What follows belongs to an exercise in optimizing a design on an open flow for small area and a short achievable clock period; a production flow would make more cautious choices.
Only simulation tests tie the RTL to the original design; equivalence was not proved.
No activity file was given, so power comes from the tool's default toggle rates.

### config.mk
export PLATFORM = sky130hd
export DESIGN_NAME = sb_top
export DESIGN_NICKNAME = sb_top
export VERILOG_FILES = /design/flow/design.v
export SDC_FILE = /design/flow/constraint.sdc
export NUM_CORES = 4
export LEC_CHECK = 0
export CAP_MARGIN = 20
export CORE_MARGIN = 2
export CORE_UTILIZATION = 40
export SETUP_SLACK_MARGIN = 2.5
export SLEW_MARGIN = 20
export TNS_END_PERCENT = 30
### constraint.sdc
create_clock -name core_clock -period 5.5 [get_ports {clk}]
set_input_delay 1.1000 -clock core_clock [delete_from_list [all_inputs] [get_ports {clk}]]
set_output_delay 1.1000 -clock core_clock [all_outputs]
set_load 0.01 [all_outputs]
### design.v
`timescale 1ns/1ps
module inst_decoder (
    input  logic [31:0] inst,
    output logic [4:0]  alu_op,
    output logic [4:0]  rd,
    output logic [4:0]  rs1,
    output logic [4:0]  rs2,
    output logic        has_rd,
    output logic        has_rs2
);
    logic [2:0] f3;
    assign f3 = inst[14:12];
    always_comb begin
        case (f3)
            3'h0: alu_op[3:0] = {3'b000, inst[30] & inst[5]};
            3'h1: alu_op[3:0] = 4'd2;
            3'h2: alu_op[3:0] = 4'd3;
            3'h3: alu_op[3:0] = 4'd4;
            3'h4: alu_op[3:0] = 4'd5;
            3'h5: alu_op[3:0] = {3'b011, inst[30]};
            3'h6: alu_op[3:0] = 4'd8;
            default: alu_op[3:0] = 4'd9;
        endcase
        alu_op[4] = !inst[5];
    end
    assign has_rd  = inst[4] || !inst[5];
    assign has_rs2 = inst[5];
    assign rd      = inst[11:7];
    assign rs1     = inst[19:15];
    assign rs2     = inst[24:20];
endmodule
module issue_check (
    input  logic [31:0] inst,
    input  logic        inst_valid,
    input  logic [3:0]  busy,
    input  logic [19:0] dst,         
    output logic        issue_ok,
    output logic [3:0]  fire
);
    logic       opc_ok, f7_mid, a, b;
    logic [2:0] f3;
    logic [1:0] cls;
    logic [3:0] sel;
    logic [3:0] hit;
    logic       waw;
    assign opc_ok = inst[1] && inst[0] && !inst[2] && !inst[3] && !inst[6];
    assign cls    = inst[5:4];      
    assign f3     = inst[14:12];
    assign f7_mid = !(inst[31] || inst[29] || inst[28] || inst[27] || inst[26]);
    assign a      = inst[30];
    assign b      = inst[25];
    always_comb begin
        sel = '0;
        case (cls)
            2'b11: begin
                sel[0] = f7_mid && !b && (!a || f3 == 3'h0 || f3 == 3'h5);
                sel[2] = f7_mid && !a && b && !f3[2];
                sel[3] = f7_mid && !a && b && f3[2];
            end
            2'b01: begin
                sel[0] = (f3 == 3'h1) ? (f7_mid && !a && !b) :
                         (f3 == 3'h5) ? (f7_mid && !b) : 1'b1;
            end
            2'b00: sel[1] = !(f3 == 3'h3 || f3 == 3'h6 || f3 == 3'h7);
            default: sel[1] = !f3[2] && !(f3[1] && f3[0]);
        endcase
        sel = sel & {4{opc_ok}};
    end
    always_comb begin
        for (int u = 0; u < 4; u++) begin
            hit[u] = busy[u] && (|dst[5*u +: 5]) && (dst[5*u +: 5] == inst[11:7]);
        end
    end
    assign waw      = (inst[4] || !inst[5]) && (|hit);
    assign issue_ok = |(sel & ~busy) && !waw;
    assign fire     = {4{inst_valid && !waw}} & sel & ~busy;
endmodule
`timescale 1ns/1ps
`timescale 1ns/1ps
module read_dispatch (
    input  logic [3:0]   r1,
    input  logic [3:0]   r2,
    input  logic [4:0]   op_alu,
    input  logic [3:0]   op_mem,
    input  logic [1:0]   op_mul,
    input  logic [1:0]   op_div,
    input  logic [19:0]  s1,         
    input  logic [19:0]  s2,
    output logic [3:0]   rg,
    output logic [18:0]  read
);
    logic [3:0] rreq;
    assign rreq  = r1 & r2;
    assign rg[0] = rreq[0];
    assign rg[1] = rreq[1] && !rreq[0];
    assign rg[2] = rreq[2] && !rreq[1] && !rreq[0];
    assign rg[3] = rreq[3] && !rreq[2] && !rreq[1] && !rreq[0];
    assign read[18]    = |rreq;
    assign read[17]    = rg[3];
    assign read[16]    = rg[1] || rg[2];
    assign read[15]    = rg[0] || rg[2];
    assign read[14:10] = ({5{rg[0]}} & op_alu) | ({5{rg[1]}} & {1'b0, op_mem}) |
                         ({5{rg[2]}} & {3'b000, op_mul}) | ({5{rg[3]}} & {3'b000, op_div});
    assign read[9:5]   = ({5{rg[0]}} & s1[4:0])   | ({5{rg[1]}} & s1[9:5]) |
                         ({5{rg[2]}} & s1[14:10]) | ({5{rg[3]}} & s1[19:15]);
    assign read[4:0]   = ({5{rg[0]}} & s2[4:0])   | ({5{rg[1]}} & s2[9:5]) |
                         ({5{rg[2]}} & s2[14:10]) | ({5{rg[3]}} & s2[19:15]);
endmodule
`timescale 1ns/1ps
module writeback_select (
    input  logic [3:0]   done,
    input  logic [3:0]   r1,
    input  logic [3:0]   r2,
    input  logic [15:0]  m1,
    input  logic [15:0]  m2,
    input  logic [19:0]  dst,        
    output logic [3:0]   wg,
    output logic [8:0]   wb
);
    logic [3:0] war;
    logic [3:0] wreq;
    always_comb begin
        for (int u = 0; u < 4; u++) begin
            war[u] = 1'b0;
            for (int j = 0; j < 4; j++) begin
                if (j != u) war[u] = war[u] || (r1[j] && m1[4*j+u]) || (r2[j] && m2[4*j+u]);
            end
        end
    end
    assign wreq  = done & ~war;
    assign wg[0] = wreq[0];
    assign wg[1] = wreq[1] && !wreq[0];
    assign wg[2] = wreq[2] && !wreq[1] && !wreq[0];
    assign wg[3] = wreq[3] && !wreq[2] && !wreq[1] && !wreq[0];
    assign wb[8]   = |wreq;
    assign wb[7]   = wg[3];
    assign wb[6]   = wg[1] || wg[2];
    assign wb[5]   = wg[0] || wg[2];
    assign wb[4:0] = ({5{wg[0]}} & dst[4:0])   | ({5{wg[1]}} & dst[9:5]) |
                     ({5{wg[2]}} & dst[14:10]) | ({5{wg[3]}} & dst[19:15]);
endmodule
`timescale 1ns/1ps
module sb_top (
    input  logic        clk,
    input  logic        rst,
    input  logic        inst_valid,
    input  logic [31:0] inst,
    input  logic [3:0]  fu_done,      
    output logic        issue_ok,
    output logic [18:0] read,
    output logic [8:0]  wb
);
    localparam int N = 4;
    logic [4:0] alu_op;
    logic [4:0] rd, rs1, rs2;
    logic       has_rd, has_rs2;
    logic [N-1:0]        busy_q;
    logic [N-1:0]        done_q;
    logic [N-1:0]        r1_q;       
    logic [N-1:0]        r2_q;
    logic [N-1:0]        took_q;     
    logic [N-1:0][4:0]   dst_q;
    logic [N-1:0][4:0]   s1_q;
    logic [N-1:0][4:0]   s2_q;
    logic [N-1:0][N-1:0] m1_q;       
    logic [N-1:0][N-1:0] m2_q;
    logic [4:0]          op_alu_q;
    logic [3:0]          op_mem_q;
    logic [1:0]          op_mul_q;
    logic [1:0]          op_div_q;
    logic [N-1:0] dnz, e1, e2, f1, f2, fire;
    logic [N-1:0] rg, wg, wake1, wake2;
    logic         w1_new, w2_new, rdnz;
    inst_decoder decoder_i (
        .inst    (inst),
        .alu_op  (alu_op),
        .rd      (rd),
        .rs1     (rs1),
        .rs2     (rs2),
        .has_rd  (has_rd),
        .has_rs2 (has_rs2)
    );
    issue_check issue_i (
        .inst       (inst),
        .inst_valid (inst_valid),
        .busy       (busy_q),
        .dst        (dst_q),
        .issue_ok   (issue_ok),
        .fire       (fire)
    );
    read_dispatch read_i (
        .r1     (r1_q),
        .r2     (r2_q),
        .op_alu (op_alu_q),
        .op_mem (op_mem_q),
        .op_mul (op_mul_q),
        .op_div (op_div_q),
        .s1     (s1_q),
        .s2     (s2_q),
        .rg     (rg),
        .read   (read)
    );
    writeback_select wb_i (
        .done (done_q),
        .r1   (r1_q),
        .r2   (r2_q),
        .m1   (m1_q),
        .m2   (m2_q),
        .dst  (dst_q),
        .wg   (wg),
        .wb   (wb)
    );
    assign rdnz = has_rd && (|rd);
    always_comb begin
        for (int u = 0; u < N; u++) begin
            dnz[u] = |dst_q[u];
            e1[u]  = dnz[u] && (dst_q[u] == rs1);
            e2[u]  = dnz[u] && (dst_q[u] == rs2) && has_rs2;
            f1[u]  = rdnz && (s1_q[u] == rd);
            f2[u]  = rdnz && (s2_q[u] == rd);
        end
    end
    always_comb begin
        for (int j = 0; j < N; j++) begin
            wake1[j] = 1'b0;
            wake2[j] = 1'b0;
            for (int u = 0; u < N; u++) begin
                if (u != j) begin
                    wake1[j] = wake1[j] || (wg[u] && m1_q[j][u]);
                    wake2[j] = wake2[j] || (wg[u] && m2_q[j][u]);
                end
            end
            wake1[j] = wake1[j] && !r1_q[j] && !took_q[j];
            wake2[j] = wake2[j] && !r2_q[j] && !took_q[j];
        end
    end
    assign w1_new = |(busy_q & e1 & ~wg);
    assign w2_new = |(busy_q & e2 & ~wg);
    always_ff @(posedge clk or posedge rst) begin
        if (rst) begin
            busy_q <= '0;
            done_q <= '0;
            r1_q   <= '0;
            r2_q   <= '0;
        end else begin
            for (int j = 0; j < N; j++) begin
                if (busy_q[j]) begin
                    busy_q[j] <= !wg[j];
                    done_q[j] <= !wg[j] && (done_q[j] || fu_done[j]);
                    r1_q[j]   <= !wg[j] && ((r1_q[j] && !rg[j]) || wake1[j]);
                    r2_q[j]   <= !wg[j] && ((r2_q[j] && !rg[j]) || wake2[j]);
                end else begin
                    busy_q[j] <= fire[j];
                    done_q[j] <= 1'b0;
                    r1_q[j]   <= fire[j] && !w1_new;
                    r2_q[j]   <= fire[j] && !w2_new;
                end
            end
        end
    end
    always_ff @(posedge clk) begin
        for (int j = 0; j < N; j++) begin
            if (busy_q[j]) begin
                took_q[j] <= took_q[j] || rg[j];
                for (int u = 0; u < N; u++) begin
                    if (u != j && !busy_q[u]) begin
                        m1_q[j][u] <= f1[j];
                        m2_q[j][u] <= f2[j];
                    end
                end
            end else begin
                took_q[j] <= 1'b0;
                dst_q[j] <= has_rd ? rd : 5'd0;
                s1_q[j]  <= rs1;
                s2_q[j]  <= has_rs2 ? rs2 : 5'd0;
                for (int u = 0; u < N; u++) begin
                    if (u != j) begin
                        m1_q[j][u] <= e1[u];
                        m2_q[j][u] <= e2[u];
                    end
                end
            end
        end
        if (!busy_q[0]) op_alu_q <= alu_op;
        if (!busy_q[1]) op_mem_q <= {inst[14:12], inst[5]};
        if (!busy_q[2]) op_mul_q <= inst[13:12];
        if (!busy_q[3]) op_div_q <= inst[13:12];
    end
endmodule
### flow/run.sh
#!/bin/bash
# The standard layout (standard.sh, unchanged synthesis and steps), except that
# the port buffers are plain buffers (buf_2) instead of the delay cells that
# buffer_ports picks by default; the resizer still sizes them as timing needs.
set -euo pipefail
export BUFFER_PORTS_ARGS="-buffer_cell sky130_fd_sc_hd__buf_2"
bash standard.sh BUFFER_PORTS_ARGS="$BUFFER_PORTS_ARGS" finish > standard.log 2>&1
### standard.sh
#!/bin/bash
# synth_recipe.tcl (not shown) runs the flow's synth.tcl, then flattens the netlist and writes it again
# the make line also repeats each setting of config.mk as NAME=value (left out here)
make -C /OpenROAD-flow-scripts/flow DESIGN_CONFIG=/design/flow/config.mk WORK_HOME=/design/flow/orfs CLKGATE_MAP_FILE= SYNTH_SCRIPT=/design/flow/synth_recipe.tcl "${@:-finish}"
==> run notes, run 1 <==
# TYPE chip_impl_metric gauge
chip_impl_metric{name="antenna_found_initial",unit=""} 0
chip_impl_metric{name="drt-vias-per-instance",unit=""} 5.82
chip_impl_metric{name="post_drt_wl_per_cell",unit="microns"} 22.4
chip_impl_metric{name="postLayoutCellArea",unit="sq mm"} 0.00792
chip_impl_metric{name="route.vias.total",unit=""} 5141
chip_impl_metric{name="layout-area-overhead-vs-synth",unit="%"} 26.2
chip_impl_metric{name="final_layout_size_suffix_gt1_share",unit="%"} 26.9
chip_impl_metric{name="multi_input_area",unit="sq mm"} 0.00281
chip_impl_metric{name="htree_levels",unit=""} 4
chip_impl_metric{name="maximum_number_of_pins_on_one_net_before_global_route_repair",unit=""} 22
chip_impl_info{name="sort_of_element_at_the_start_of_the_critical_path",value="register"} 1
chip_impl_metric{name="count_of_cell_types_in_the_netlist",unit=""} 53
chip_impl_metric{name="drv.max_cap_violation_count",unit=""} 0
chip_impl_metric{name="layout_worst_path_cycle_share",unit="%"} 63.6
chip_impl_metric{name="die_w",unit="microns"} 129
chip_impl_metric{name="worst-path-buf-inv",unit=""} 2
chip_impl_metric{name="crit_path_max_incr_delay",unit="ns"} 0.47
chip_impl_info{name="timing.hold.worst.class",value="register to register"} 1
chip_impl_metric{name="clock_path_buffers",unit=""} 2
chip_impl_metric{name="regArea",unit="sq mm"} 0.00340
chip_impl_metric{name="skew",unit="ns"} 0.00619
chip_impl_info{name="ctsRootBufferMaster",value="clkbuf_16"} 1
chip_impl_metric{name="synth.avg_cell_area",unit="sq um"} 11.2
chip_impl_metric{name="timing_hold_violations_final",unit=""} 0
chip_impl_metric{name="async_reset_ff_share",unit="%"} 13.7
chip_impl_metric{name="die_h",unit="microns"} 129
chip_impl_metric{name="ys_ff_latch",unit=""} 117
chip_impl_info{name="outcome",value="finished clean"} 1
chip_impl_info{name="postSynth.topFlopCell",value="edfxtp_1"} 1
chip_impl_metric{name="cts.reportedPaths.clkPinSlew",unit="ns"} 0.05
chip_impl_info{name="most-common-layout-cells",value="edfxtp_1, xnor2_1, buf_2"} 1
chip_impl_metric{name="worst_slew_pin_tran",unit="ns"} 0.999
chip_impl_metric{name="port_buffers",unit=""} 67
chip_impl_metric{name="number_of_nets_with_antenna_violations_after_routing",unit=""} 0
chip_impl_metric{name="clock_insertion_delay_worst_skew",unit="ns"} 0.42
chip_impl_metric{name="cts.sinks",unit=""} 117
chip_impl_metric{name="mappedNetlistArea",unit="sq mm"} 0.00627
chip_impl_metric{name="initial_core_util",unit="%"} 41.1
chip_impl_metric{name="cp_data_required_time",unit="ns"} 4.40
chip_impl_metric{name="gpl.final_weighted_congestion",unit=""} 0.969
chip_impl_metric{name="pin_count",unit=""} 68
chip_impl_info{name="cpMaxStageDelayCell",value="dfrtp_2"} 1
chip_impl_info{name="rsz0062_at_grt",value="true"} 1
chip_impl_metric{name="synthesis.nets",unit=""} 600
chip_impl_metric{name="drt-initial-drc-count",unit=""} 732
chip_impl_metric{name="max_freq",unit="MHz"} 286
chip_impl_metric{name="tns",unit="ns"} 0
chip_impl_metric{name="layout.nets",unit=""} 699
chip_impl_metric{name="final_core_util",unit="%"} 51.9
chip_impl_metric{name="total_global_routing_track_utilization",unit="%"} 24.1
chip_impl_metric{name="finalSetupViolCount",unit=""} 0
chip_impl_metric{name="core",unit="sq mm"} 0.0153
chip_impl_metric{name="dp_hpwl",unit="microns"} 13300
chip_impl_metric{name="cellLeakagePower",unit="uW"} 0.00311
chip_impl_info{name="crit_family",value="compound AO/OA/AOI/OAI gates"} 1
chip_impl_metric{name="grt.overflow.total",unit=""} 0
chip_impl_metric{name="finalCriticalPeriod",unit="ns"} 3.50
chip_impl_metric{name="number_of_global_route_vias_before_repair",unit=""} 5046
chip_impl_info{name="tritoncts",value="yes"} 1
chip_impl_metric{name="numCtsBuffers",unit=""} 17
chip_impl_metric{name="yosysWarnings",unit=""} 4
chip_impl_metric{name="timing.max_slew.rel_slack",unit="%"} 33.3
chip_impl_info{name="end_kind",value="primary output"} 1
chip_impl_metric{name="timing.final.max_slew_violations",unit=""} 0
chip_impl_metric{name="placed_cell_area",unit="sq mm"} 0.00681
chip_impl_metric{name="num_antenna_cells",unit=""} 0
chip_impl_metric{name="postRouteWirelength",unit="microns"} 19800
chip_impl_metric{name="first_pass_detailed_route_iteration_total",unit=""} 6
chip_impl_metric{name="synth_edf_count",unit=""} 97
chip_impl_metric{name="floorplan.rows",unit=""} 45
chip_impl_metric{name="worst_ep_arrival_time",unit="ns"} 2.40
chip_impl_metric{name="global_route_wire_length_before_repair",unit="microns"} 29500
chip_impl_info{name="worst-setup-path-type",value="register to primary output"} 1
chip_impl_info{name="mostFrequentLayoutCell",value="edfxtp_1"} 1
chip_impl_metric{name="fill_cells",unit=""} 1350
chip_impl_metric{name="worst_ir_drop_vdd",unit="uV"} 303
chip_impl_metric{name="power.density_cell_area",unit="mW/mm^2"} 405
chip_impl_metric{name="sequential_fraction_of_the_synthesis_area",unit="%"} 54.1
chip_impl_metric{name="drc_errors",unit=""} 0
chip_impl_info{name="timing.critical_path.cells",value="a222oi_1 -> nand4_1 -> nor4_4 -> buf_6 -> a22oi_2 -> o21ai_1 -> buf_2"} 1
chip_impl_metric{name="area_enclosed_by_the_die_boundary",unit="sq mm"} 0.0167
chip_impl_metric{name="peak_fanout_along_the_critical_path",unit=""} 6
chip_impl_metric{name="synthCells",unit=""} 561
-- power breakdown --
| group | internal (uW) | switching [uW] | total (uW) |
|---|---|---|---|
| clock network | 746 | 384 | 1130 |
| registers | 1190 | 182 | 1370 |
| logic | 292 | 413 | 705 |
| total | 2230 | 979 | 3210 |
-- final timing paths --
check                                     start                   end  slack (ns)  cells past startpoint
setup / recovery              r1_q[2]$_DFF_PP0_                 wb[1]        2.00                      7
hold / removal             took_q[2]$_SDFF_PN0_  took_q[2]$_SDFF_PN0_        0.49                      2
min in group asynchronous                   rst     r1_q[1]$_DFF_PP0_        0.76                      2
setup reg to reg              m2_q[8]$_DFFE_PP_     r1_q[1]$_DFF_PP0_        2.79                     13
hold reg to reg            took_q[2]$_SDFF_PN0_  took_q[2]$_SDFF_PN0_        0.49                      2
max in group asynchronous                   rst     r2_q[2]$_DFF_PP0_        4.29                      2
-- through the flow --
| step | worst slack, ns | power [uW] | std cells | hold WS (ns) |
|---|---|---|---|---|
| finish | 2.00 | 3210 | 883 | 0.492 |
| global route | 1.90 | 3330 | 883 | 0.512 |
| CTS | 2.03 | 3190 | 877 | 0.494 |
| detailed placement | 1.76 | 1970 | 808 | 0.481 |
| global placement | 1.81 | 1970 | 808 | 0.474 |
| floorplan | 2.18 | 1740 | 561 | 0.453 |
-- logic make-up after synthesis --
logic type | synth area share (%)
buffers and inverters | 3.29
flip-flops | 54.1
XOR/XNOR | 14.0
AO/OA/AOI/OAI | 13.4
AND/OR/NAND/NOR | 15.1
multiplexers | 0.160
-- tightest hold or removal path: cells and delay by family, from the launching register on --
| family | cells | cell delay [ns] |
|---|---|---|
| and+or+nand+nor | 2 | 0.13 |
| DFF | 1 | 0.33 |
-- timing repair --
| item | 4_1_cts | 5_1_grt |
|---|---|---|
| endpoints found under the hold margin | 0 | 0 |
| hold buffers | 0 | 0 |
| endpoints found under the setup margin | 25 | 22 |
| cloned | 2 | 0 |
| pin swaps | 14 | 5 |
| buffers inserted | 36 | 6 |
| resized for setup | 39 | 7 |
-- layout make-up --
type / instances / share of cell area (%)
inverter: 13 / 0.616
sequential: 117 / 42.9
multi-input combinational: 395 / 35.5
clock inverter: 12 / 2.04
tap: 211 / 3.33
timing repair buffer: 116 / 10.1
clock buffer: 19 / 5.47
-- registers in the layout, summed over array words and instances (netlist names) --
name / cells
r1_q: 4
op_mul_q: 2
op_alu_q: 5
took_q: 4
dst_q: 20
m1_q: 12
m2_q: 12
done_q: 4
busy_q: 4
s2_q: 20
r2_q: 4
op_mem_q: 4
s1_q: 20
op_div_q: 2
-- synthesized netlist by cell type, types with 3 or more instances --
| cell type | n | area share, % |
|---|---|---|
| dfxtp_1 | 4 | 1.3 |
| nand4_1 | 15 | 1.5 |
| nand3_1 | 18 | 1.4 |
| and2_1 | 15 | 1.5 |
| xnor2_1 | 68 | 9.5 |
| inv_1 | 13 | 0.78 |
| a22oi_1 | 14 | 1.7 |
| or4_1 | 18 | 2.2 |
| nor2_1 | 32 | 1.9 |
| nand2_1 | 56 | 3.4 |
| o22a_1 | 3 | 0.42 |
| xor2_1 | 32 | 4.5 |
| edfxtp_1 | 97 | 46 |
| a21oi_1 | 7 | 0.56 |
| nor4_1 | 5 | 0.50 |
| o21ai_0 | 35 | 2.8 |
| a222oi_1 | 20 | 3.2 |
| buf_2 | 9 | 0.72 |
| a211oi_1 | 3 | 0.36 |
| o22ai_1 | 3 | 0.30 |
| and4_1 | 3 | 0.42 |
| o2bb2ai_1 | 4 | 0.56 |
| dfrtp_1 | 16 | 6.4 |
| clkbuf_1 | 25 | 1.5 |
| nand2b_1 | 4 | 0.40 |
-- per-layer routing --
metal | wire length [microns] | vias to the layer above | share of wire (%) | global-route usage, %
li1 | - | 2305 | - | -
met3 | 1350 | 48 | 6.8 | 5.95
met1 | 8100 | 2529 | 41 | 30.6
met5 | 0 | - | 0 | 0
met4 | 515 | 0 | 2.6 | 9.02
met2 | 9810 | 259 | 50 | 40.1
==> run 2: changes to the inputs <==
--- a/config.mk
+++ b/config.mk
@@ -10,4 +10,3 @@
 export CORE_UTILIZATION = 40
 export SETUP_SLACK_MARGIN = 2.5
 export SLEW_MARGIN = 20
-export TNS_END_PERCENT = 30
==> run notes, run 2 <==
# TYPE chip_impl_metric gauge
chip_impl_metric{name="antenna_found_initial",unit=""} 0
chip_impl_metric{name="route.vias.total",unit=""} 5289
chip_impl_metric{name="num_antenna_cells",unit=""} 0
chip_impl_metric{name="numCtsBuffers",unit=""} 17
chip_impl_metric{name="htree_levels",unit=""} 4
chip_impl_metric{name="comb_power_share",unit="%"} 24.2
chip_impl_metric{name="drt-vias-per-instance",unit=""} 5.78
chip_impl_metric{name="crit_path_max_incr_delay",unit="ns"} 0.25
chip_impl_info{name="rsz0062_at_grt",value="true"} 1
chip_impl_metric{name="number_of_nets_with_antenna_violations_after_routing",unit=""} 0
chip_impl_metric{name="drt-initial-drc-count",unit=""} 735
chip_impl_info{name="synth.area.top_cells",value="edfxtp_1, xnor2_1, dfrtp_1"} 1
chip_impl_info{name="ctsRootBufferMaster",value="clkbuf_16"} 1
chip_impl_metric{name="cp_data_required_time",unit="ns"} 4.40
chip_impl_metric{name="sequential_fraction_of_the_synthesis_area",unit="%"} 54.1
chip_impl_metric{name="mappedNetlistArea",unit="sq mm"} 0.00627
chip_impl_metric{name="synthCells",unit=""} 561
chip_impl_metric{name="die_w",unit="microns"} 129
chip_impl_metric{name="gpl.final_weighted_congestion",unit=""} 0.969
chip_impl_metric{name="fin_cells",unit=""} 915
chip_impl_metric{name="max_freq",unit="MHz"} 291
chip_impl_metric{name="seq_power_share",unit="%"} 41.6
chip_impl_metric{name="worst_slew_pin_tran",unit="ns"} 0.983
chip_impl_metric{name="post_cts_hold_buffer_count",unit=""} 0
chip_impl_metric{name="worst_ir_drop_vdd",unit="uV"} 302
chip_impl_metric{name="layout-area-overhead-vs-synth",unit="%"} 36.0
chip_impl_metric{name="cellLeakagePower",unit="uW"} 0.00342
chip_impl_info{name="cpMaxStageDelayCell",value="a21boi_4"} 1
chip_impl_metric{name="power.share.switching",unit="%"} 30.8
chip_impl_metric{name="power.switching",unit="uW"} 1020
chip_impl_metric{name="tns",unit="ns"} 0
chip_impl_metric{name="internal_power",unit="uW"} 2290
chip_impl_info{name="outcome",value="finished clean"} 1
chip_impl_info{name="tritoncts",value="yes"} 1
chip_impl_metric{name="worst-path-buf-inv",unit=""} 3
chip_impl_metric{name="clock_insertion_delay_worst_skew",unit="ns"} 0.42
chip_impl_metric{name="reg2reg_slack",unit="ns"} 2.39
chip_impl_metric{name="cts.reportedPaths.clkPinSlew",unit="ns"} 0.05
chip_impl_info{name="synth.most_common_cell",value="edfxtp_1"} 1
chip_impl_metric{name="floorplan.rows",unit=""} 45
chip_impl_metric{name="cts.sinks",unit=""} 117
chip_impl_metric{name="number_of_global_route_vias_before_repair",unit=""} 5288
chip_impl_info{name="postSynth.topFlopCell",value="edfxtp_1"} 1
chip_impl_info{name="mostFrequentLayoutCell",value="edfxtp_1"} 1
chip_impl_metric{name="maximum_number_of_pins_on_one_net_before_global_route_repair",unit=""} 22
chip_impl_info{name="sort_of_element_at_the_start_of_the_critical_path",value="primary input"} 1
chip_impl_metric{name="power.density_cell_area",unit="mW/mm^2"} 388
chip_impl_metric{name="layout.nets",unit=""} 731
chip_impl_metric{name="layout_worst_path_cycle_share",unit="%"} 62.5
chip_impl_metric{name="peak_fanout_along_the_critical_path",unit=""} 6
chip_impl_metric{name="fill_cells",unit=""} 1273
chip_impl_info{name="yosys.area.top_type",value="edfxtp_1"} 1
chip_impl_metric{name="first_pass_detailed_route_iteration_total",unit=""} 7
chip_impl_metric{name="synth_largest_type_area_fraction",unit="%"} 46.4
chip_impl_metric{name="synth_edf_count",unit=""} 97
chip_impl_metric{name="area_enclosed_by_the_die_boundary",unit="sq mm"} 0.0167
chip_impl_metric{name="pin_count",unit=""} 68
chip_impl_metric{name="clock_path_buffers",unit=""} 2
chip_impl_metric{name="yosysWarnings",unit=""} 4
chip_impl_metric{name="grt.overflow.total",unit=""} 0
chip_impl_metric{name="drv.max_cap_violation_count",unit=""} 0
chip_impl_metric{name="postRouteWirelength",unit="microns"} 20700
chip_impl_metric{name="post_drt_wl_per_cell",unit="microns"} 22.6
chip_impl_info{name="timing.critical_path.cells",value="buf_16 -> buf_4 -> xnor2_1 -> nand4_1 -> o22ai_2 -> o31ai_4 -> a21boi_4 -> buf_6"} 1
chip_impl_metric{name="finalSetupViolCount",unit=""} 0
chip_impl_metric{name="pwr-share-clk",unit="%"} 34.2
chip_impl_info{name="crit_family",value="compound AO/OA/AOI/OAI gates"} 1
chip_impl_info{name="most-common-layout-cells",value="edfxtp_1, xnor2_1, buf_2"} 1
chip_impl_metric{name="skew",unit="ns"} 0.00643
chip_impl_metric{name="drc_errors",unit=""} 0
chip_impl_metric{name="timing_hold_violations_final",unit=""} 0
chip_impl_metric{name="synthesis.nets",unit=""} 600
chip_impl_metric{name="finalCriticalPeriod",unit="ns"} 3.44
chip_impl_info{name="timing.hold.worst.class",value="register to register"} 1
chip_impl_metric{name="core",unit="sq mm"} 0.0153
chip_impl_metric{name="timing.max_slew.rel_slack",unit="%"} 34.4
chip_impl_metric{name="initial_core_util",unit="%"} 41.1
chip_impl_metric{name="global_route_wire_length_before_repair",unit="microns"} 30400
chip_impl_metric{name="async_reset_ff_share",unit="%"} 13.7
chip_impl_metric{name="synth.avg_cell_area",unit="sq um"} 11.2
chip_impl_metric{name="total_global_routing_track_utilization",unit="%"} 24.9
chip_impl_info{name="end_kind",value="primary output"} 1
chip_impl_metric{name="dp_hpwl",unit="microns"} 13300
chip_impl_metric{name="timing.final.max_slew_violations",unit=""} 0
chip_impl_metric{name="worst_ep_arrival_time",unit="ns"} 2.34
chip_impl_metric{name="final_layout_size_suffix_gt1_share",unit="%"} 33.5
chip_impl_metric{name="die_h",unit="microns"} 129
chip_impl_metric{name="regArea",unit="sq mm"} 0.00340
chip_impl_metric{name="multi_input_area",unit="sq mm"} 0.00303
chip_impl_metric{name="port_buffers",unit=""} 67
chip_impl_metric{name="place.detailed.instances",unit=""} 808
chip_impl_metric{name="count_of_cell_types_in_the_netlist",unit=""} 53
chip_impl_info{name="reg.largest.list",value="dst_q (20), s1_q (20), s2_q (20)"} 1
chip_impl_info{name="worst-setup-path-type",value="primary input to primary output"} 1
chip_impl_info{name="netlist_top_cells_count",value="edfxtp_1, xnor2_1, nand2_1"} 1
chip_impl_metric{name="ys_ff_latch",unit=""} 117
[run 2: cell counts after synthesis]
No cell type changed its count.
[run 2: logic make-up after synthesis]
kind of cell | Yosys count | share of synthesized area, %
AND/OR/NAND/NOR | 181 | 15.1
flip-flops | 117 | 54.1
XOR/XNOR | 100 | 14.0
buffers and inverters | 50 | 3.29
multiplexers | 1 | 0.160
AO/OA/AOI/OAI | 112 | 13.4
[run 2: tightest hold or removal path: cells and delay by family, from the launching register on]
kind | cells | cell delay, ns
flip-flops | 1 | 0.33
AND/OR/NAND/NOR | 2 | 0.13
[run 2: cell type report]
| class | instances | area share, % |
|---|---|---|
| multi-input combinational | 395 | 35.5 |
| inverter | 13 | 0.572 |
| sequential | 117 | 39.9 |
| clock buffer | 19 | 5.08 |
| clock inverter | 12 | 1.89 |
| tap | 211 | 3.10 |
| timing repair buffer | 148 | 13.9 |
[run 2: worst paths after layout]
kind,start,end,cells past startpoint
setup / recovery,inst[8],issue_ok,8
hold / removal,took_q[2]$_SDFF_PN0_,took_q[2]$_SDFF_PN0_,2
setup reg to reg,r2_q[0]$_DFF_PP0_,r1_q[2]$_DFF_PP0_,15
hold reg to reg,took_q[2]$_SDFF_PN0_,took_q[2]$_SDFF_PN0_,2
max in group asynchronous,rst,r1_q[3]$_DFF_PP0_,2
min in group asynchronous,rst,done_q[2]$_DFF_PP0_,2
[run 2: stage by stage]
stage | setup WS, ns | cell area [sq um] | total power, uW | hold slack (ns) | utilization, %
2_1_floorplan | 2.18 | 6380 | 1740 | 0.453 | -
6_report | 2.06 | 8530 | 3310 | 0.501 | 55.9
3_3_place_gp | 1.81 | 6800 | 1970 | 0.474 | 44.6
3_5_place_dp | 1.76 | 6810 | 1970 | 0.481 | 44.6
5_1_grt | 1.94 | 8530 | 3430 | 0.512 | 55.9
4_1_cts | 2.03 | 8010 | 3220 | 0.494 | 52.5
[run 2: metal layers]
layer / part of all wire, % / track usage [%]
met1: 41 / 30.6
met2: 49 / 40.9
met3: 7.0 / 7.06
met4: 3.4 / 11.3
met5: 0 / 0
[run 2: repair_timing]
| item | in CTS | in global routing |
|---|---|---|
| endpoints found under the setup margin | 25 | 35 |
| hold endpoints to repair | 0 | 0 |
| gates resized for setup | 57 | 69 |
| setup buffers | 50 | 23 |
| cloned | 3 | 0 |
| pin swaps | 20 | 24 |
[run 2: power groups by stage]
stage,sequential (uW),clock (uW),combinational (uW)
final,1380,1130,802
after global routing,1390,1180,862
after CTS,1360,1140,713
after detailed placement,1410,0,559
after global placement,1410,0,554
after floorplan,1310,0,428
==> run 3: changes to the inputs <==
--- a/config.mk
+++ b/config.mk
@@ -8,5 +8,5 @@
 export CAP_MARGIN = 20
 export CORE_MARGIN = 2
 export CORE_UTILIZATION = 40
-export SETUP_SLACK_MARGIN = 2.5
+export SETUP_SLACK_MARGIN = 3.0
 export SLEW_MARGIN = 20
==> run notes, run 3 <==
# TYPE chip_impl_metric gauge
chip_impl_metric{name="cts.reportedPaths.clkPinSlew",unit="ns"} 0.05
chip_impl_metric{name="floorplan.rows",unit=""} 45
chip_impl_metric{name="synthCells",unit=""} 561
chip_impl_info{name="cpMaxStageDelayCell",value="dfrtp_2"} 1
chip_impl_metric{name="number_of_global_route_vias_before_repair",unit=""} 5229
chip_impl_info{name="synth.most_common_cell",value="edfxtp_1"} 1
chip_impl_metric{name="pin_count",unit=""} 68
chip_impl_metric{name="skew",unit="ns"} 0.00864
chip_impl_metric{name="num_antenna_cells",unit=""} 0
chip_impl_metric{name="ys_ff_latch",unit=""} 117
chip_impl_metric{name="post_cts_hold_buffer_count",unit=""} 0
chip_impl_metric{name="sequential_fraction_of_the_synthesis_area",unit="%"} 54.1
chip_impl_metric{name="crit_path_max_incr_delay",unit="ns"} 0.44
chip_impl_metric{name="first_pass_detailed_route_iteration_total",unit=""} 6
chip_impl_metric{name="tns",unit="ns"} 0
chip_impl_metric{name="reg2reg_slack",unit="ns"} 3.11
chip_impl_metric{name="die_w",unit="microns"} 129
chip_impl_metric{name="finalCriticalPeriod",unit="ns"} 3.40
chip_impl_metric{name="grt.overflow.total",unit=""} 0
chip_impl_metric{name="worst_ep_arrival_time",unit="ns"} 2.30
chip_impl_metric{name="synth.avg_cell_area",unit="sq um"} 11.2
chip_impl_metric{name="clock_path_buffers",unit=""} 2
chip_impl_metric{name="maximum_number_of_pins_on_one_net_before_global_route_repair",unit=""} 22
chip_impl_metric{name="postRouteWirelength",unit="microns"} 20900
chip_impl_metric{name="r2r.worst_path.cells",unit=""} 8
chip_impl_metric{name="drt-vias-per-instance",unit=""} 5.92
chip_impl_metric{name="timing_hold_violations_final",unit=""} 0
chip_impl_metric{name="drt-initial-drc-count",unit=""} 785
chip_impl_metric{name="htree_levels",unit=""} 4
chip_impl_metric{name="number_of_nets_with_antenna_violations_after_routing",unit=""} 0
chip_impl_info{name="most-common-layout-cells",value="edfxtp_1, xnor2_1, buf_2"} 1
chip_impl_info{name="outcome",value="finished clean"} 1
chip_impl_info{name="synth.area.top_cells",value="edfxtp_1, xnor2_1, dfrtp_1"} 1
chip_impl_metric{name="gpl.final_weighted_congestion",unit=""} 0.960
chip_impl_metric{name="power.density_cell_area",unit="mW/mm^2"} 401
chip_impl_info{name="yosys.area.top_type",value="edfxtp_1"} 1
chip_impl_metric{name="core",unit="sq mm"} 0.0153
chip_impl_info{name="r2r_start",value="r2_q[2]$_DFF_PP0_"} 1
chip_impl_metric{name="cp_data_required_time",unit="ns"} 4.40
chip_impl_info{name="mostFrequentLayoutCell",value="edfxtp_1"} 1
chip_impl_metric{name="synth_largest_type_area_fraction",unit="%"} 46.4
chip_impl_info{name="rsz0062_at_grt",value="true"} 1
chip_impl_info{name="end_kind",value="primary output"} 1
chip_impl_metric{name="drc_errors",unit=""} 0
chip_impl_metric{name="layout_worst_path_cycle_share",unit="%"} 61.8
chip_impl_metric{name="synthesis.nets",unit=""} 600
chip_impl_metric{name="worst_ir_drop_vdd",unit="uV"} 328
chip_impl_metric{name="area_enclosed_by_the_die_boundary",unit="sq mm"} 0.0167
chip_impl_metric{name="global_route_wire_length_before_repair",unit="microns"} 31300
chip_impl_metric{name="cts.sinks",unit=""} 117
chip_impl_metric{name="clock_insertion_delay_worst_skew",unit="ns"} 0.42
chip_impl_info{name="ctsRootBufferMaster",value="clkbuf_16"} 1
chip_impl_info{name="crit_path_start",value="r2_q[0]$_DFF_PP0_"} 1
chip_impl_metric{name="mappedNetlistArea",unit="sq mm"} 0.00627
chip_impl_metric{name="antenna_found_initial",unit=""} 0
chip_impl_info{name="timing.critical_path.cells",value="a222oi_1 -> nand4_1 -> nor4_4 -> buf_6 -> a22oi_1 -> o21ai_1 -> buf_2"} 1
chip_impl_metric{name="total_global_routing_track_utilization",unit="%"} 25.8
chip_impl_info{name="reg.largest.list",value="dst_q (20), s1_q (20), s2_q (20)"} 1
chip_impl_metric{name="timing.max_slew.rel_slack",unit="%"} 33.3
chip_impl_metric{name="finalSetupViolCount",unit=""} 0
chip_impl_metric{name="layout.nets",unit=""} 708
chip_impl_metric{name="drv.max_cap_violation_count",unit=""} 0
chip_impl_metric{name="synth_edf_count",unit=""} 97
chip_impl_metric{name="worst_hold_slack",unit="ns"} 0.494
chip_impl_metric{name="die_h",unit="microns"} 129
chip_impl_info{name="tritoncts",value="yes"} 1
chip_impl_info{name="cp-endpoint",value="wb[1]"} 1
chip_impl_metric{name="layout-area-overhead-vs-synth",unit="%"} 30.8
chip_impl_metric{name="timing.final.max_slew_violations",unit=""} 0
chip_impl_info{name="worst-setup-path-type",value="register to primary output"} 1
chip_impl_metric{name="route.vias.total",unit=""} 5289
chip_impl_metric{name="post_drt_wl_per_cell",unit="microns"} 23.4
chip_impl_metric{name="max_freq",unit="MHz"} 294
chip_impl_metric{name="peak_fanout_along_the_critical_path",unit=""} 7
chip_impl_metric{name="async_reset_ff_share",unit="%"} 13.7
chip_impl_info{name="postSynth.topFlopCell",value="edfxtp_1"} 1
chip_impl_metric{name="initial_core_util",unit="%"} 41.1
chip_impl_metric{name="yosysWarnings",unit=""} 4
chip_impl_info{name="rr_endpoint",value="r1_q[0]$_DFF_PP0_"} 1
chip_impl_metric{name="cellLeakagePower",unit="uW"} 0.00322
chip_impl_metric{name="count_of_cell_types_in_the_netlist",unit=""} 53
chip_impl_info{name="timing.hold.worst.class",value="register to register"} 1
chip_impl_info{name="netlist_top_cells_count",value="edfxtp_1, xnor2_1, nand2_1"} 1
chip_impl_metric{name="numCtsBuffers",unit=""} 17
chip_impl_metric{name="dp_hpwl",unit="microns"} 13500
chip_impl_metric{name="port_buffers",unit=""} 67
chip_impl_metric{name="worst_slew_pin_tran",unit="ns"} 1.00
chip_impl_metric{name="final_layout_size_suffix_gt1_share",unit="%"} 30.8
chip_impl_info{name="sort_of_element_at_the_start_of_the_critical_path",value="register"} 1
-- run 3: cell count changes in the layout (fill, tap and decap cells not counted), sizes merged --
cell,change
bufinv,+1
and4,+1
buf,-25
clkbuf,-1
inv,-1
clkinvlp,+3
-- run 3: cell type report --
class / count / area [sq um]
Timing Repair Buffer: 124 / 907
Fill cell: 1321 / 7050
Tap cell: 211 / 264
Clock inverter: 15 / 211
Clock buffer: 17 / 425
Multi-Input combinational cell: 396 / 2940
Inverter: 13 / 52.6
Sequential cell: 117 / 3400
-- run 3: worst min path at each step --
| stage | endpoint | slack, ns | cells past startpoint | startpoint |
|---|---|---|---|---|
| finish | took_q[2]$_SDFF_PN0_ | 0.49 | 2 | took_q[2]$_SDFF_PN0_ |
| global placement | took_q[2]$_SDFF_PN0_ | 0.47 | 2 | took_q[2]$_SDFF_PN0_ |
| CTS | took_q[2]$_SDFF_PN0_ | 0.50 | 2 | took_q[2]$_SDFF_PN0_ |
| global route | took_q[2]$_SDFF_PN0_ | 0.53 | 2 | took_q[2]$_SDFF_PN0_ |
| floorplan | took_q[2]$_SDFF_PN0_ | 0.45 | 2 | took_q[2]$_SDFF_PN0_ |
| detailed placement | took_q[2]$_SDFF_PN0_ | 0.49 | 2 | took_q[2]$_SDFF_PN0_ |
-- run 3: worst max-delay path, delay by kind of cell (launching register included) --
family | cells | cell delay (ns)
AOI/OAI and AO/OA | 3 | 0.62
and+or+nand+nor | 2 | 0.49
DFF | 1 | 0.44
buffers and inverters | 2 | 0.33
-- run 3: kinds of logic after synthesis --
logic type,share of synthesized area [%]
compound gates,13.4
mux,0.160
simple gates,15.1
flops,54.1
buf+inv,3.29
xor+xnor,14.0
-- run 3: routing by layer --
layer	part of all wire (%)	vias up	wire length [microns]	track usage, %
met1	41	2580	8580	33.9
met3	7.1	65	1480	4.75
li1	-	2323	-	-
met4	3.8	0	803	12.8
met2	48	321	10000	41.2
met5	0	-	0	0
-- run 3: power by group --
group / switching [uW] / internal [uW] / total [uW]
Clock: 391 / 796 / 1190
Combinational: 425 / 301 / 726
Sequential: 191 / 1190 / 1380
Total: 1010 / 2290 / 3290
-- run 3: repair_timing --
| action | CTS | global route |
|---|---|---|
| endpoints found under the setup margin | 53 | 35 |
| resized for setup | 44 | 32 |
| setup buffers | 35 | 18 |
| gates cloned | 2 | 0 |
| pin swaps | 14 | 32 |
-- run 3: metrics by stage --
step	total power (uW)	instance area (sq um)	setup WS, ns	cells	util (%)
2_1_floorplan	1750	6450	2.18	561	-
3_3_place_gp	1980	6820	1.78	806	44.7
3_5_place_dp	1990	6820	1.76	806	44.7
4_1_cts	3270	7940	2.04	875	52.0
5_1_grt	3420	8210	2.02	893	53.8
6_report	3290	8210	2.10	893	53.8
==> run 4: changes to the inputs <==
--- a/config.mk
+++ b/config.mk
@@ -8,5 +8,5 @@
 export CAP_MARGIN = 20
 export CORE_MARGIN = 2
 export CORE_UTILIZATION = 40
-export SETUP_SLACK_MARGIN = 3.0
+export SETUP_SLACK_MARGIN = 1.5
 export SLEW_MARGIN = 20
==> run notes, run 4 <==
# TYPE chip_impl_metric gauge
chip_impl_info{name="postSynth.topFlopCell",value="edfxtp_1"} 1
chip_impl_info{name="cpMaxStageDelayCell",value="a222oi_1"} 1
chip_impl_info{name="most-common-layout-cells",value="edfxtp_1, xnor2_1, buf_2"} 1
chip_impl_metric{name="power.density_cell_area",unit="mW/mm^2"} 426
chip_impl_metric{name="fin_cells",unit=""} 840
chip_impl_metric{name="timing_hold_violations_final",unit=""} 0
chip_impl_metric{name="grt.overflow.total",unit=""} 0
chip_impl_metric{name="htree_levels",unit=""} 4
chip_impl_metric{name="crit_path_max_incr_delay",unit="ns"} 0.55
chip_impl_metric{name="synth.avg_cell_area",unit="sq um"} 11.2
chip_impl_info{name="ctsRootBufferMaster",value="clkbuf_16"} 1
chip_impl_metric{name="max_freq",unit="MHz"} 257
chip_impl_metric{name="worst-path-buf-inv",unit=""} 1
chip_impl_metric{name="peak_fanout_along_the_critical_path",unit=""} 10
chip_impl_info{name="outcome",value="finished clean"} 1
chip_impl_metric{name="pwr-share-clk",unit="%"} 37.2
chip_impl_info{name="tritoncts",value="yes"} 1
chip_impl_metric{name="total_global_routing_track_utilization",unit="%"} 23.1
chip_impl_metric{name="core",unit="sq mm"} 0.0153
chip_impl_metric{name="async_reset_ff_share",unit="%"} 13.7
chip_impl_metric{name="place.detailed.instances",unit=""} 808
chip_impl_metric{name="num_antenna_cells",unit=""} 0
chip_impl_metric{name="pin_count",unit=""} 68
chip_impl_metric{name="area_enclosed_by_the_die_boundary",unit="sq mm"} 0.0167
chip_impl_metric{name="internal_power",unit="uW"} 2190
chip_impl_metric{name="drc_errors",unit=""} 0
chip_impl_info{name="mostFrequentLayoutCell",value="edfxtp_1"} 1
chip_impl_metric{name="ys_ff_latch",unit=""} 117
chip_impl_metric{name="port_buffers",unit=""} 67
chip_impl_metric{name="floorplan.rows",unit=""} 45
chip_impl_metric{name="synth_edf_count",unit=""} 97
chip_impl_metric{name="skew",unit="ns"} 0.00848
chip_impl_info{name="yosys.area.top_type",value="edfxtp_1"} 1
chip_impl_metric{name="synthCells",unit=""} 561
chip_impl_metric{name="cts.sinks",unit=""} 117
chip_impl_metric{name="antenna_found_initial",unit=""} 0
chip_impl_metric{name="clock_path_buffers",unit=""} 2
chip_impl_metric{name="maximum_number_of_pins_on_one_net_before_global_route_repair",unit=""} 24
chip_impl_metric{name="die_w",unit="microns"} 129
chip_impl_metric{name="count_of_cell_types_in_the_netlist",unit=""} 53
chip_impl_metric{name="mappedNetlistArea",unit="sq mm"} 0.00627
chip_impl_info{name="timing.critical_path.cells",value="a222oi_1 -> and3_1 -> and2_1 -> a22oi_1 -> o21ai_0 -> buf_2"} 1
chip_impl_metric{name="cp_data_required_time",unit="ns"} 4.40
chip_impl_info{name="end_kind",value="primary output"} 1
chip_impl_metric{name="postRouteWirelength",unit="microns"} 18700
chip_impl_metric{name="drt-vias-per-instance",unit=""} 5.88
chip_impl_info{name="crit_family",value="compound AO/OA/AOI/OAI gates"} 1
chip_impl_metric{name="synthesis.nets",unit=""} 600
chip_impl_metric{name="drv.max_cap_violation_count",unit=""} 0
chip_impl_metric{name="initial_core_util",unit="%"} 41.1
chip_impl_metric{name="post_cts_hold_buffer_count",unit=""} 0
chip_impl_metric{name="numCtsBuffers",unit=""} 17
chip_impl_metric{name="final_layout_size_suffix_gt1_share",unit="%"} 18.1
chip_impl_info{name="worst-setup-path-type",value="register to primary output"} 1
chip_impl_metric{name="detailedPlace.worstSlack",unit="ns"} 1.73
chip_impl_metric{name="timing.max_slew.rel_slack",unit="%"} 30.0
chip_impl_metric{name="route.vias.total",unit=""} 4936
chip_impl_info{name="timing.hold.worst.class",value="register to register"} 1
chip_impl_info{name="rsz0062_at_grt",value="false"} 1
chip_impl_metric{name="power.switching",unit="uW"} 959
chip_impl_metric{name="cellLeakagePower",unit="uW"} 0.00284
chip_impl_metric{name="number_of_nets_with_antenna_violations_after_routing",unit=""} 0
chip_impl_metric{name="worst_ep_arrival_time",unit="ns"} 2.79
chip_impl_metric{name="worst_hold_slack",unit="ns"} 0.505
chip_impl_metric{name="first_pass_detailed_route_iteration_total",unit=""} 9
chip_impl_info{name="netlist_top_cells_count",value="edfxtp_1, xnor2_1, nand2_1"} 1
chip_impl_metric{name="yosysWarnings",unit=""} 4
chip_impl_info{name="reg.largest.list",value="dst_q (20), s1_q (20), s2_q (20)"} 1
chip_impl_metric{name="cts.reportedPaths.clkPinSlew",unit="ns"} 0.05
chip_impl_metric{name="worst_slew_pin_tran",unit="ns"} 1.05
chip_impl_metric{name="dp_hpwl",unit="microns"} 13200
chip_impl_metric{name="clock_insertion_delay_worst_skew",unit="ns"} 0.42
chip_impl_metric{name="global_route_wire_length_before_repair",unit="microns"} 28500
chip_impl_metric{name="gpl.final_weighted_congestion",unit=""} 0.995
chip_impl_info{name="synth.area.top_cells",value="edfxtp_1, xnor2_1, dfrtp_1"} 1
chip_impl_metric{name="post_drt_wl_per_cell",unit="microns"} 22.2
chip_impl_metric{name="tns",unit="ns"} 0
chip_impl_metric{name="final_worst_setup_slack",unit="ns"} 1.61
chip_impl_metric{name="worst_ir_drop_vdd",unit="uV"} 333
chip_impl_metric{name="layout_worst_path_cycle_share",unit="%"} 70.8
chip_impl_metric{name="sequential_fraction_of_the_synthesis_area",unit="%"} 54.1
chip_impl_metric{name="comb_power_share",unit="%"} 18.1
chip_impl_metric{name="die_h",unit="microns"} 129
chip_impl_metric{name="seq_power_share",unit="%"} 44.7
chip_impl_metric{name="finalSetupViolCount",unit=""} 0
chip_impl_metric{name="power.share.switching",unit="%"} 30.5
chip_impl_metric{name="layout.nets",unit=""} 655
chip_impl_metric{name="timing.final.max_slew_violations",unit=""} 0
chip_impl_info{name="sort_of_element_at_the_start_of_the_critical_path",value="register"} 1
chip_impl_metric{name="finalCriticalPeriod",unit="ns"} 3.89
chip_impl_metric{name="layout-area-overhead-vs-synth",unit="%"} 17.9
chip_impl_info{name="synth.most_common_cell",value="edfxtp_1"} 1
chip_impl_metric{name="number_of_global_route_vias_before_repair",unit=""} 4876
chip_impl_metric{name="synth_largest_type_area_fraction",unit="%"} 46.4
chip_impl_metric{name="drt-initial-drc-count",unit=""} 633
## run 4: routing by layer
metal	wire, microns	vias to the layer above	share of wire [%]	global-route usage [%]
met5	0	-	0	0
met4	317	0	1.7	6.65
met3	1410	36	7.5	5.70
met2	8910	254	48	36.9
met1	8050	2435	43	31.2
li1	-	2211	-	-
## run 4: cell type report
| cell class | count | area (sq um) |
|---|---|---|
| inverters | 13 | 48.8 |
| repair buffers | 73 | 380 |
| multi-input cells | 394 | 2690 |
| clock inverters | 9 | 149 |
| flip-flops and latches | 117 | 3390 |
| clock buffers | 23 | 468 |
| fillers | 1409 | 7860 |
| well taps | 211 | 264 |
## run 4: logic make-up after synthesis
logic type	share of synthesized area [%]
and+or+nand+nor	15.1
DFF	54.1
AOI/OAI and AO/OA	13.4
xor gates and xnor gates	14.0
buffers and inverters	3.29
muxes	0.160
## run 4: worst min-delay path, cell delays in order, from the launching register on
cell and delay (ns):
dfxtp_1 0.32, nor2_1 0.10, nor2_1 0.04
## run 4: power by group through the flow
| stage | Sequential (uW) | Clock [uW] | Combinational, uW |
|---|---|---|---|
| 2_1_floorplan | 1310 | 0 | 419 |
| 3_3_place_gp | 1410 | 0 | 554 |
| 3_5_place_dp | 1410 | 0 | 562 |
| 4_1_cts | 1400 | 1180 | 568 |
| 5_1_grt | 1430 | 1210 | 621 |
| 6_report | 1410 | 1170 | 571 |
## run 4: worst paths after layout
check	start	end	slack, ns	cells past startpoint
setup / recovery	r1_q[1]$_DFF_PP0_	wb[2]	1.61	6
hold / removal	took_q[3]$_SDFF_PN0_	took_q[3]$_SDFF_PN0_	0.50	2
setup reg to reg	r2_q[0]$_DFF_PP0_	r2_q[0]$_DFF_PP0_	2.67	7
hold reg to reg	took_q[3]$_SDFF_PN0_	took_q[3]$_SDFF_PN0_	0.50	2
max in group asynchronous	rst	busy_q[3]$_DFF_PP0_	4.36	2
min in group asynchronous	rst	busy_q[1]$_DFF_PP0_	0.75	2
## run 4: timing repair
action,4_1_cts,5_1_grt
resized for setup,1,1
setup endpoints to repair,3,1
setup buffers,0,0
## run 4: stage by stage
| step | util (%) | power (uW) | instance area (sq um) |
|---|---|---|---|
| 2_1_floorplan | - | 1730 | 6270 |
| 3_3_place_gp | 44.3 | 1960 | 6760 |
| 3_5_place_dp | 44.3 | 1980 | 6760 |
| 4_1_cts | 48.4 | 3140 | 7390 |
| 5_1_grt | 48.5 | 3260 | 7390 |
| 6_report | 48.5 | 3150 | 7390 |
==> run 5: changes to the inputs <==
==> flow/run.sh (replaced) <==
#!/bin/bash
# The standard layout (standard.sh, unchanged synthesis and steps), except that
# the port buffers are plain buffers (buf_2) instead of the delay cells that
# buffer_ports picks by default, and the clock tree is built from larger sink
# clusters with smaller buffers.
set -euo pipefail
export BUFFER_PORTS_ARGS="-buffer_cell sky130_fd_sc_hd__buf_2"
export CTS_ARGS="-sink_clustering_enable -repair_clock_nets -tree_buf sky130_fd_sc_hd__clkbuf_4 -buf_list {sky130_fd_sc_hd__clkbuf_4} -root_buf sky130_fd_sc_hd__clkbuf_8 -sink_clustering_buffer sky130_fd_sc_hd__clkbuf_4"
bash standard.sh BUFFER_PORTS_ARGS="$BUFFER_PORTS_ARGS" CTS_ARGS="$CTS_ARGS" finish > standard.log 2>&1
--- a/config.mk
+++ b/config.mk
@@ -8,5 +8,5 @@
 export CAP_MARGIN = 20
 export CORE_MARGIN = 2
 export CORE_UTILIZATION = 40
-export SETUP_SLACK_MARGIN = 1.5
+export SETUP_SLACK_MARGIN = 2.0
 export SLEW_MARGIN = 20
==> run notes, run 5 <==
# TYPE chip_impl_metric gauge
chip_impl_info{name="outcome",value="finished clean"} 1
chip_impl_metric{name="port_buffers",unit=""} 67
chip_impl_info{name="mostFrequentLayoutCell",value="edfxtp_1"} 1
chip_impl_metric{name="final_layout_size_suffix_gt1_share",unit="%"} 25.5
chip_impl_metric{name="clock_path_buffers",unit=""} 2
chip_impl_metric{name="final_total_pwr",unit="uW"} 2780
chip_impl_metric{name="synth.avg_cell_area",unit="sq um"} 11.2
chip_impl_metric{name="num_antenna_cells",unit=""} 0
chip_impl_metric{name="drv.max_cap_violation_count",unit=""} 0
chip_impl_metric{name="gpl.final_weighted_congestion",unit=""} 0.962
chip_impl_info{name="r2r_start",value="r2_q[0]$_DFF_PP0_"} 1
chip_impl_metric{name="maximum_number_of_pins_on_one_net_before_global_route_repair",unit=""} 24
chip_impl_metric{name="floorplan.rows",unit=""} 45
chip_impl_metric{name="final_core_util",unit="%"} 49.3
chip_impl_metric{name="power.density_cell_area",unit="mW/mm^2"} 369
chip_impl_metric{name="cts.reportedPaths.clkPinSlew",unit="ns"} 0.10
chip_impl_metric{name="dp_hpwl",unit="microns"} 13500
chip_impl_info{name="end_kind",value="primary output"} 1
chip_impl_metric{name="htree_levels",unit=""} 4
chip_impl_metric{name="postRouteWirelength",unit="microns"} 19400
chip_impl_metric{name="timing.final.max_slew_violations",unit=""} 0
chip_impl_metric{name="cts.sinks",unit=""} 117
chip_impl_metric{name="peak_fanout_along_the_critical_path",unit=""} 3
chip_impl_info{name="rr_endpoint",value="r1_q[0]$_DFF_PP0_"} 1
chip_impl_metric{name="async_reset_ff_share",unit="%"} 13.7
chip_impl_info{name="synth.most_common_cell",value="edfxtp_1"} 1
chip_impl_metric{name="grt_use_met3",unit="%"} 6.85
chip_impl_metric{name="skew",unit="ns"} 0.0198
chip_impl_metric{name="numCtsBuffers",unit=""} 17
chip_impl_info{name="grt_busiest_layer",value="met2"} 1
chip_impl_metric{name="finalSetupViolCount",unit=""} 0
chip_impl_metric{name="r2r.worst_path.cells",unit=""} 8
chip_impl_metric{name="clock_insertion_delay_worst_skew",unit="ns"} 0.43
chip_impl_metric{name="met2_usage",unit="%"} 39.0
chip_impl_metric{name="pin_count",unit=""} 68
chip_impl_info{name="synth.area.top_cells",value="edfxtp_1, xnor2_1, dfrtp_1"} 1
chip_impl_info{name="reg.largest.list",value="dst_q (20), s1_q (20), s2_q (20)"} 1
chip_impl_info{name="ctsRootBufferMaster",value="clkbuf_8"} 1
chip_impl_metric{name="cp_data_required_time",unit="ns"} 4.40
chip_impl_metric{name="reg2reg_slack",unit="ns"} 2.85
chip_impl_metric{name="global_route_wire_length_before_repair",unit="microns"} 29400
chip_impl_metric{name="core",unit="sq mm"} 0.0153
chip_impl_metric{name="layout.nets",unit=""} 689
chip_impl_metric{name="route.vias.total",unit=""} 5093
chip_impl_metric{name="worst_slew_pin_tran",unit="ns"} 1.00
chip_impl_metric{name="drt-vias-per-instance",unit=""} 5.83
chip_impl_metric{name="number_of_global_route_vias_before_repair",unit=""} 5050
chip_impl_metric{name="die_w",unit="microns"} 129
chip_impl_metric{name="crit_path_max_incr_delay",unit="ns"} 0.57
chip_impl_metric{name="timing.max_slew.rel_slack",unit="%"} 33.2
chip_impl_metric{name="worst_ep_arrival_time",unit="ns"} 2.42
chip_impl_info{name="timing.hold.worst_endpoint",value="took_q[3]$_SDFF_PN0_"} 1
chip_impl_metric{name="drc_errors",unit=""} 0
chip_impl_metric{name="sequential_fraction_of_the_synthesis_area",unit="%"} 54.1
chip_impl_info{name="sort_of_element_at_the_start_of_the_critical_path",value="register"} 1
chip_impl_info{name="postSynth.topFlopCell",value="edfxtp_1"} 1
chip_impl_metric{name="total_global_routing_track_utilization",unit="%"} 23.8
chip_impl_metric{name="layout_worst_path_cycle_share",unit="%"} 64.0
chip_impl_metric{name="cellLeakagePower",unit="uW"} 0.00290
chip_impl_info{name="timing.hold.worst.class",value="register to register"} 1
chip_impl_metric{name="worst_ir_drop_vdd",unit="uV"} 213
chip_impl_metric{name="mappedNetlistArea",unit="sq mm"} 0.00627
chip_impl_metric{name="post_drt_wl_per_cell",unit="microns"} 22.2
chip_impl_metric{name="synthCells",unit=""} 561
chip_impl_metric{name="antenna_found_initial",unit=""} 0
chip_impl_metric{name="fill_cells",unit=""} 1375
chip_impl_metric{name="finalCriticalPeriod",unit="ns"} 3.52
chip_impl_metric{name="final_worst_setup_slack",unit="ns"} 1.98
chip_impl_metric{name="grt.overflow.total",unit=""} 0
chip_impl_metric{name="first_pass_detailed_route_iteration_total",unit=""} 6
chip_impl_metric{name="tns",unit="ns"} 0
chip_impl_info{name="yosys.area.top_type",value="edfxtp_1"} 1
chip_impl_info{name="cpMaxStageDelayCell",value="or4_4"} 1
chip_impl_metric{name="initial_core_util",unit="%"} 41.1
chip_impl_metric{name="timing_hold_violations_final",unit=""} 0
chip_impl_metric{name="hold-path-cell-count",unit=""} 2
chip_impl_metric{name="area_enclosed_by_the_die_boundary",unit="sq mm"} 0.0167
chip_impl_info{name="timing.hold.worst.start",value="took_q[3]$_SDFF_PN0_"} 1
chip_impl_info{name="tritoncts",value="yes"} 1
chip_impl_metric{name="drt-initial-drc-count",unit=""} 578
chip_impl_metric{name="synthesis.nets",unit=""} 600
chip_impl_metric{name="ys_ff_latch",unit=""} 117
chip_impl_metric{name="max_freq",unit="MHz"} 284
chip_impl_info{name="most-common-layout-cells",value="edfxtp_1, xnor2_1, buf_2"} 1
chip_impl_metric{name="die_h",unit="microns"} 129
chip_impl_metric{name="synth_largest_type_area_fraction",unit="%"} 46.4
chip_impl_info{name="worst-setup-path-type",value="register to primary output"} 1
chip_impl_info{name="rsz0062_at_grt",value="true"} 1
chip_impl_metric{name="layout-area-overhead-vs-synth",unit="%"} 20.0
chip_impl_metric{name="global_route.usage.met1",unit="%"} 30.8
chip_impl_metric{name="synth_edf_count",unit=""} 97
chip_impl_metric{name="count_of_cell_types_in_the_netlist",unit=""} 53
chip_impl_info{name="netlist_top_cells_count",value="edfxtp_1, xnor2_1, nand2_1"} 1
chip_impl_metric{name="number_of_nets_with_antenna_violations_after_routing",unit=""} 0
chip_impl_info{name="timing.critical_path.cells",value="or4_4 -> o211ai_2 -> o22ai_2 -> o31ai_4 -> a21boi_2 -> buf_2"} 1
chip_impl_metric{name="yosysWarnings",unit=""} 4
chip_impl_metric{name="detailedPlace.worstSlack",unit="ns"} 1.78
run 5: cell counts after synthesis:
Identical to the previous run, type by type.
run 5: cell type report:
cell class	instances	area [sq um]	share of cell area, %
Multi-Input combinational cell	394	2780	37.0
Clock inverter	14	184	2.44
Clock buffer	18	141	1.88
Sequential cell	117	3400	45.2
Tap cell	211	264	3.51
Timing Repair Buffer	107	707	9.40
Inverter	13	48.8	0.649
run 5: critical path: cells and delay by family (launching register included):
| family | cells | cell delay [ns] |
|---|---|---|
| AOI/OAI and AO/OA | 4 | 0.84 |
| buffers and inverters | 1 | 0.15 |
| and+or+nand+nor | 1 | 0.57 |
| DFF | 1 | 0.44 |
run 5: kinds of logic after synthesis:
| family | count (synthesis) | share of synthesized area, % |
|---|---|---|
| AOI/OAI and AO/OA | 112 | 13.4 |
| xor gates and xnor gates | 100 | 14.0 |
| and+or+nand+nor | 181 | 15.1 |
| DFF | 117 | 54.1 |
| muxes | 1 | 0.160 |
| buffers and inverters | 50 | 3.29 |
run 5: routing by layer:
layer	vias to the layer above	part of all wire [%]
met2	261	49
met1	2521	41
met4	0	2.1
met5	-	0
met3	33	7.2
li1	2278	-
run 5: where the power goes:
part           internal [uW]  total (uW)  switching [uW]
Sequential              1190        1370             185
Clock                    372         710             338
Combinational            283         698             415
Total                   1840        2780             938
run 5: worst max-delay path by stage:
stage,startpoint,endpoint,slack (ns),cells past startpoint
3_5_place_dp,inst[8],issue_ok,1.78,7
6_report,dst_q[13]$_DFFE_PN_,issue_ok,1.98,6
5_1_grt,r1_q[3]$_DFF_PP0_,wb[1],1.83,6
4_1_cts,dst_q[13]$_DFFE_PN_,issue_ok,1.98,6
2_1_floorplan,inst[7],issue_ok,2.04,6
3_3_place_gp,inst[8],issue_ok,1.83,7
run 5: stage by stage:
stage | hold WS [ns] | instances | cell area (sq um)
final | 0.526 | 874 | 7520
after global routing | 0.558 | 874 | 7520
after CTS | 0.523 | 862 | 7360
after detailed placement | 0.505 | 808 | 6770
after global placement | 0.473 | 808 | 6770
after floorplan | 0.453 | 561 | 6280
run 5: what timing repair did:
action	in CTS	in global routing
setup endpoints to repair	20	18
buffers inserted	22	11
cloned	0	1
pin swaps	9	10
resized for setup	29	15
endpoints found under the hold margin	0	0
hold buffers	0	0

-- static timing again, ports no longer ideal --
No port has a modelled driver above. Below, the same layouts with a new extraction and two added sets of constraints. Step 1 assumes that a clkbuf_16 drives the clock port and a buf_2 every other input. Step 2, shift: input delay + t, output delay - t, t = (earliest + latest rising clock arrival at the registers) / 2. This alone moves slack from input paths to output paths. Slacks: ideal ports / drivers / drivers and shift; pairs: ideal ports / drivers.
| run | t (ns) | setup slack, ns | clock arrival spread, ns |
|---|---|---|---|
| run 1 | 0.454 | 2.004 / 1.965 / 2.012 | 0.007 / 0.007 |
| run 2 | 0.455 | 2.064 / 2.004 / 2.004 | 0.007 / 0.007 |
| run 3 | 0.454 | 2.099 / 2.060 / 2.103 | 0.009 / 0.009 |
| run 4 | 0.460 | 1.605 / 1.563 / 1.684 | 0.009 / 0.009 |
| run 5 | 0.461 | 1.982 / 1.945 / 1.969 | 0.020 / 0.020 |
After both steps every run listed still meets setup and hold. For run 2, which loses most, drivers alone change the setup slack by -0.060 ns; drivers and shift together by -0.060 ns.
